Background: an optimization exercise with open tools, aiming at small area, a short achievable clock period and few clock cycles per item. Do not read the settings as production practice. In this exercise RTL edits were held to simulation tests only and were not proved equivalent to the original.

==> job 1027 <==
## oflow_match
module oflow_match (
	input  logic        clk,
	input  logic        reset_N,
	input  logic        start,
	input  logic        hist_we,
	input  logic [1:0]  hist_addr,
	input  logic [9:0]  hist_x_tl,
	input  logic [9:0]  hist_y_tl,
	input  logic [9:0]  hist_x_br,
	input  logic [9:0]  hist_y_br,
	input  logic [9:0]  cur_x_tl,
	input  logic [9:0]  cur_y_tl,
	input  logic [9:0]  cur_x_br,
	input  logic [9:0]  cur_y_br,
	output logic        done,
	output logic        busy,
	output logic [1:0]  best_idx,
	output logic [15:0] best_cost,
	output logic        no_match
);
==> flow/config.mk <==
export PLATFORM = sky130hd
export DESIGN_NAME = oflow_match
export DESIGN_NICKNAME = oflow_match
export VERILOG_FILES = /design/flow/design.v
export SDC_FILE = /design/flow/constraint.sdc
export NUM_CORES = 4
export LEC_CHECK = 0
export CAP_MARGIN = 20
export CORE_MARGIN = 2
export CORE_UTILIZATION = 40
export SLEW_MARGIN = 20
==> flow/constraint.sdc <==
create_clock -name core_clock -period 9.0 [get_ports {clk}]
set_input_delay 1.8000 -clock core_clock [delete_from_list [all_inputs] [get_ports {clk}]]
set_output_delay 1.8000 -clock core_clock [all_outputs]
set_load 0.01 [all_outputs]
run.sh (not shown) runs the stock make flow with config.mk's settings and CLKGATE_MAP_FILE= SYNTH_SCRIPT=/design/flow/synth_recipe.tcl, a recipe that flattens the netlist after the stock synthesis.
==> inputs of job 3228, as changes to job 1027 <==
--- a/flow/design.v
+++ b/flow/design.v
@@ -73,15 +73,15 @@
 			rem_q  <= 4'b0000;
 			hold_q <= 3'd0;
 		end
 	end
 	logic [39:0] hb;
 	logic [9:0]  s0_iw, s0_ih, s0_bw, s0_bh, s0_aw, s0_ah;
 	logic [10:0] dx_aa, dx_ab, dx_ba, dx_bb, dy_aa, dy_ab, dy_ba, dy_bb, dx_i, dy_i;
-	assign hb = hval_q[s0_ix] ? hist_q[s0_ix] : 40'd0;
+	assign hb = hist_q[s0_ix];
 	assign dx_aa = {1'b0, cur_x_br}  - {1'b0, cur_x_tl};
 	assign dx_ab = {1'b0, cur_x_br}  - {1'b0, hb[39:30]};
 	assign dx_ba = {1'b0, hb[19:10]} - {1'b0, cur_x_tl};
 	assign dx_bb = {1'b0, hb[19:10]} - {1'b0, hb[39:30]};
 	assign dy_aa = {1'b0, cur_y_br}  - {1'b0, cur_y_tl};
 	assign dy_ab = {1'b0, cur_y_br}  - {1'b0, hb[29:20]};
 	assign dy_ba = {1'b0, hb[9:0]}   - {1'b0, cur_y_tl};
@@ -146,14 +146,20 @@
 	assign s2_z  = (r2_u == 21'd0);
 	assign {s2_u0, s2_x0} = (r2_u[20:5] == 16'd0)   ? {r2_u << 16, 21'(r2_it) << 16} : {r2_u, 21'(r2_it)};
 	assign {s2_u1, s2_x1} = (s2_u0[20:13] == 8'd0)  ? {s2_u0 << 8, s2_x0 << 8} : {s2_u0, s2_x0};
 	assign {s2_u2, s2_x2} = (s2_u1[20:17] == 4'd0)  ? {s2_u1 << 4, s2_x1 << 4} : {s2_u1, s2_x1};
 	assign {s2_u3, s2_x3} = (s2_u2[20:19] == 2'd0)  ? {s2_u2 << 2, s2_x2 << 2} : {s2_u2, s2_x2};
 	assign {s2_u4, s2_x4} = (s2_u3[20] == 1'b0)     ? {s2_u3 << 1, s2_x3 << 1} : {s2_u3, s2_x3};
 	assign s2_dd  = s2_u4[19:0];
+	logic [22:0] s2_ws0, s2_wc0;
+	logic [15:0] s2_q0, s2_qm0;
+	assign s2_ws0 = {2'b00, s2_x4};    
+	assign s2_wc0 = 23'd0;
+	assign s2_q0  = 16'd0;
+	assign s2_qm0 = 16'hffff;
 	logic        dv_act;       
 	logic [2:0]  dv_cnt;       
 	logic [1:0]  dv_ix;
 	logic        dv_z;
 	logic [19:0] dv_dd;
 	logic [22:0] dv_ws, dv_wc;
 	logic        dv_np, dv_nn;
@@ -225,20 +231,20 @@
 	assign it3_q   = it2_nn ? {it2_qm[14:0], 1'b1} : {it2_q[14:0], it2_np};
 	assign it3_qm  = it2_np ? {it2_q[14:0], 1'b0} : {it2_qm[14:0], !it2_nn};
 	always_ff @(posedge clk) begin
 		if (r2_v) begin
 			dv_ix <= r2_ix;
 			dv_z  <= s2_z;
 			dv_dd <= s2_dd;
-			dv_ws <= {2'b00, s2_x4};
-			dv_wc <= 23'd0;
+			dv_ws <= s2_ws0;
+			dv_wc <= s2_wc0;
 			dv_np <= 1'b1;
 			dv_nn <= 1'b0;
-			dv_q  <= 16'd0;
-			dv_qm <= 16'hffff;
+			dv_q  <= s2_q0;
+			dv_qm <= s2_qm0;
 		end else begin
 			dv_ws <= it3_ws;
 			dv_wc <= it3_wc;
 			dv_np <= it3_np;
 			dv_nn <= it3_nn;
 			dv_q  <= it3_q;
 			dv_qm <= it3_qm;
@@ -259,52 +265,85 @@
 			end else if (fv) begin
 				dv_act <= 1'b0;
 			end else if (dv_act) begin
 				dv_cnt <= dv_cnt + 3'd1;
 			end
 		end
 	end
+	logic f_ltq, f_ltm, f_nmq, f_nmm;
+	assign f_ltq = (fc_q < bc_q);
+	assign f_ltm = (fc_m < bc_q);
+	assign f_nmq = (fc_q > 16'he000);
+	assign f_nmm = (fc_m > 16'he000);
 	logic [22:0] f_wsum;
-	logic [15:0] f_r;
-	logic [15:0] fcost;
+	logic        f_neg;
 	assign f_wsum = dv_ws + dv_wc;
-	assign f_r    = f_wsum[22] ? dv_qm : dv_q;
-	assign fcost  = (!fv || dv_z) ? 16'hffff : ~f_r;
+	assign f_neg  = f_wsum[22];
+	logic        f_inv;        
+	logic [15:0] fc_q, fc_m;   
+	logic        lt_q, lt_m;   
+	logic [15:0] fcost;
+	logic        f_lt;
+	assign f_inv  = !fv || dv_z;
+	assign fc_q   = f_inv ? 16'hffff : ~dv_q;
+	assign fc_m   = f_inv ? 16'hffff : ~dv_qm;
+	assign lt_q   = f_ltq;
+	assign lt_m   = f_ltm;
+	assign fcost  = f_neg ? fc_m : fc_q;
+	assign f_lt   = f_neg ? lt_m : lt_q;
 	logic        inflight;
 	logic [15:0] lc_q;
 	logic [1:0]  li_q;
+	logic        ll_q;         
 	logic [15:0] bc_q;
 	logic [1:0]  bi_q;
-	logic [15:0] lcost;
-	logic [1:0]  lidx;
-	logic        take_l;
+	logic        nm_b, nm_l;
 	assign inflight = (rem_q != 4'b0000) || r1_v || r2_v || (dv_act && !fv);
 	assign done     = busy && !inflight;
 	always_ff @(posedge clk or posedge reset_N) begin
 		if (reset_N) begin
 			busy <= 1'b0;
 			lc_q <= 16'hffff;
 			li_q <= 2'd0;
+			ll_q <= 1'b0;
 			bc_q <= 16'hffff;
 			bi_q <= 2'd0;
 		end else if (go) begin
 			busy <= 1'b1;
 			bc_q <= 16'hffff;
 			bi_q <= 2'd0;
 		end else if (busy) begin
 			if (done) begin
 				busy <= 1'b0;
 				lc_q <= fcost;
 				li_q <= dv_ix;
-			end else if (fcost < bc_q) begin
+				ll_q <= f_lt;
+			end else if (f_lt) begin
 				bc_q <= fcost;
 				bi_q <= dv_ix;
 			end
 		end
 	end
-	assign lcost     = busy ? fcost : lc_q;
-	assign lidx      = busy ? dv_ix : li_q;
-	assign take_l    = (lcost < bc_q);
-	assign best_cost = take_l ? lcost : bc_q;
-	assign best_idx  = take_l ? lidx : bi_q;
-	assign no_match  = (best_cost > 16'he000);
+	logic [15:0] sel_m, sel_q, sel_i, out_a, out_b;
+	logic [1:0]  idx_m, idx_q, idx_i, oix_a, oix_b;
+	logic        nm_m, nm_q, nm_i, onm_a, onm_b;
+	assign nm_b  = (bc_q > 16'he000);
+	assign nm_l  = (lc_q > 16'he000);
+	assign sel_m = lt_m ? fc_m : bc_q;
+	assign sel_q = lt_q ? fc_q : bc_q;
+	assign sel_i = ll_q ? lc_q : bc_q;
+	assign idx_m = lt_m ? dv_ix : bi_q;
+	assign idx_q = lt_q ? dv_ix : bi_q;
+	assign idx_i = ll_q ? li_q : bi_q;
+	assign nm_m  = lt_m ? f_nmm : nm_b;
+	assign nm_q  = lt_q ? f_nmq : nm_b;
+	assign nm_i  = ll_q ? nm_l : nm_b;
+	assign out_a = busy ? sel_m : sel_i;
+	assign out_b = busy ? sel_q : sel_i;
+	assign oix_a = busy ? idx_m : idx_i;
+	assign oix_b = busy ? idx_q : idx_i;
+	assign onm_a = busy ? nm_m : nm_i;
+	assign onm_b = busy ? nm_q : nm_i;
+	assign best_cost = f_neg ? out_a : out_b;
+	assign best_idx  = f_neg ? oix_a : oix_b;
+	assign no_match  = f_neg ? onm_a : onm_b;
 endmodule
Settings changed: SETUP_SLACK_MARGIN set to 2.5, TNS_END_PERCENT set to 100.
==> summary.md <==
| Metric | Value |
|---|---|
| GRT Total Usage | 21.66% |
| Die Y | 327.4 um |
| R2R Setup Slk | 0.98 ns |
| Synth area leaders | ha_1 (17%), fa_1 (15%), edfxtp_1 (13%), dfxtp_1 (8.8%), inv_1 (5.6%) |
| Final core occ | 44.66% |
| Pin count of the biggest net entering global routing | 77 |
| Critical Path Source | dv_dd[19] |
| Inverters, non-clock | 627 |
| Fmax | 0.1247 GHz |
| First-pass GRT wire length | 183.8 mm |
| Top cell type's share of synthesized area | 17.26% |
| Nets | 5622 |
| Status | finished clean |
| Synth top cells by count | inv_1 (625), ha_1 (577), nand2_1 (483), fa_1 (314), nor2_1 (288) |
| Pre-CTS setup slack | 0.5334 ns |
Source of the figures above: job 1027

==> summary.md <==
| Metric | Value |
|---|---|
| Fmax | 0.1524 GHz |
| Pin count of the biggest net entering global routing | 70 |
| Status | finished clean |
| Synth area leaders | ha_1 (17%), fa_1 (15%), edfxtp_1 (13%), dfxtp_1 (8.7%), inv_1 (5.4%) |
| Die Y | 329.1 um |
| Critical Path Source | r1_aw[5] |
| Top cell type's share of synthesized area | 17.08% |
| R2R Setup Slk | 2.44 ns |
| GRT Total Usage | 22.90% |
| Nets | 5887 |
Source of the figures above: job 3228

Testbench counts of job 1027, summed over its fixed seeds: cycles 4,034, runs 512.
Testbench counts of job 3228, summed over its fixed seeds: cycles 4,034, runs 512.

[re-timing with driven ports]
The flow's constraints put no driver on any port. The routed layouts listed below were extracted and timed again, unchanged, in two steps.
Step 1 sets driving cells, clkbuf_16 on the clock port and buf_2 on the other inputs (assumed; they add their load-dependent delay and slew).
Step 2 times the ports against the registers' clock, not the clock port: input delays grow and output delays shrink by t, the midpoint of the rising clock arrivals with the driver on.
Three values: ideal ports, drivers, drivers and shift; two values: the first two.
| run | t, ns | setup WS [ns] | hold WS [ns] | worst setup path after step 2 | latest minus earliest clock arrival (ns) |
|---|---|---|---|---|---|
| job 1027 | 0.682 | 0.981 / 0.923 / 0.392 | 0.332 / 0.332 / 0.332 | input to register | 0.039 / 0.040 |
| job 3228 | 0.696 | 2.437 / 2.437 / 2.020 | 0.378 / 0.378 / 0.378 | input to register | 0.079 / 0.080 |
After both steps every run listed still meets setup and hold. For job 1027, which loses most, drivers alone change the setup slack by -0.058 ns; drivers and shift together by -0.589 ns.
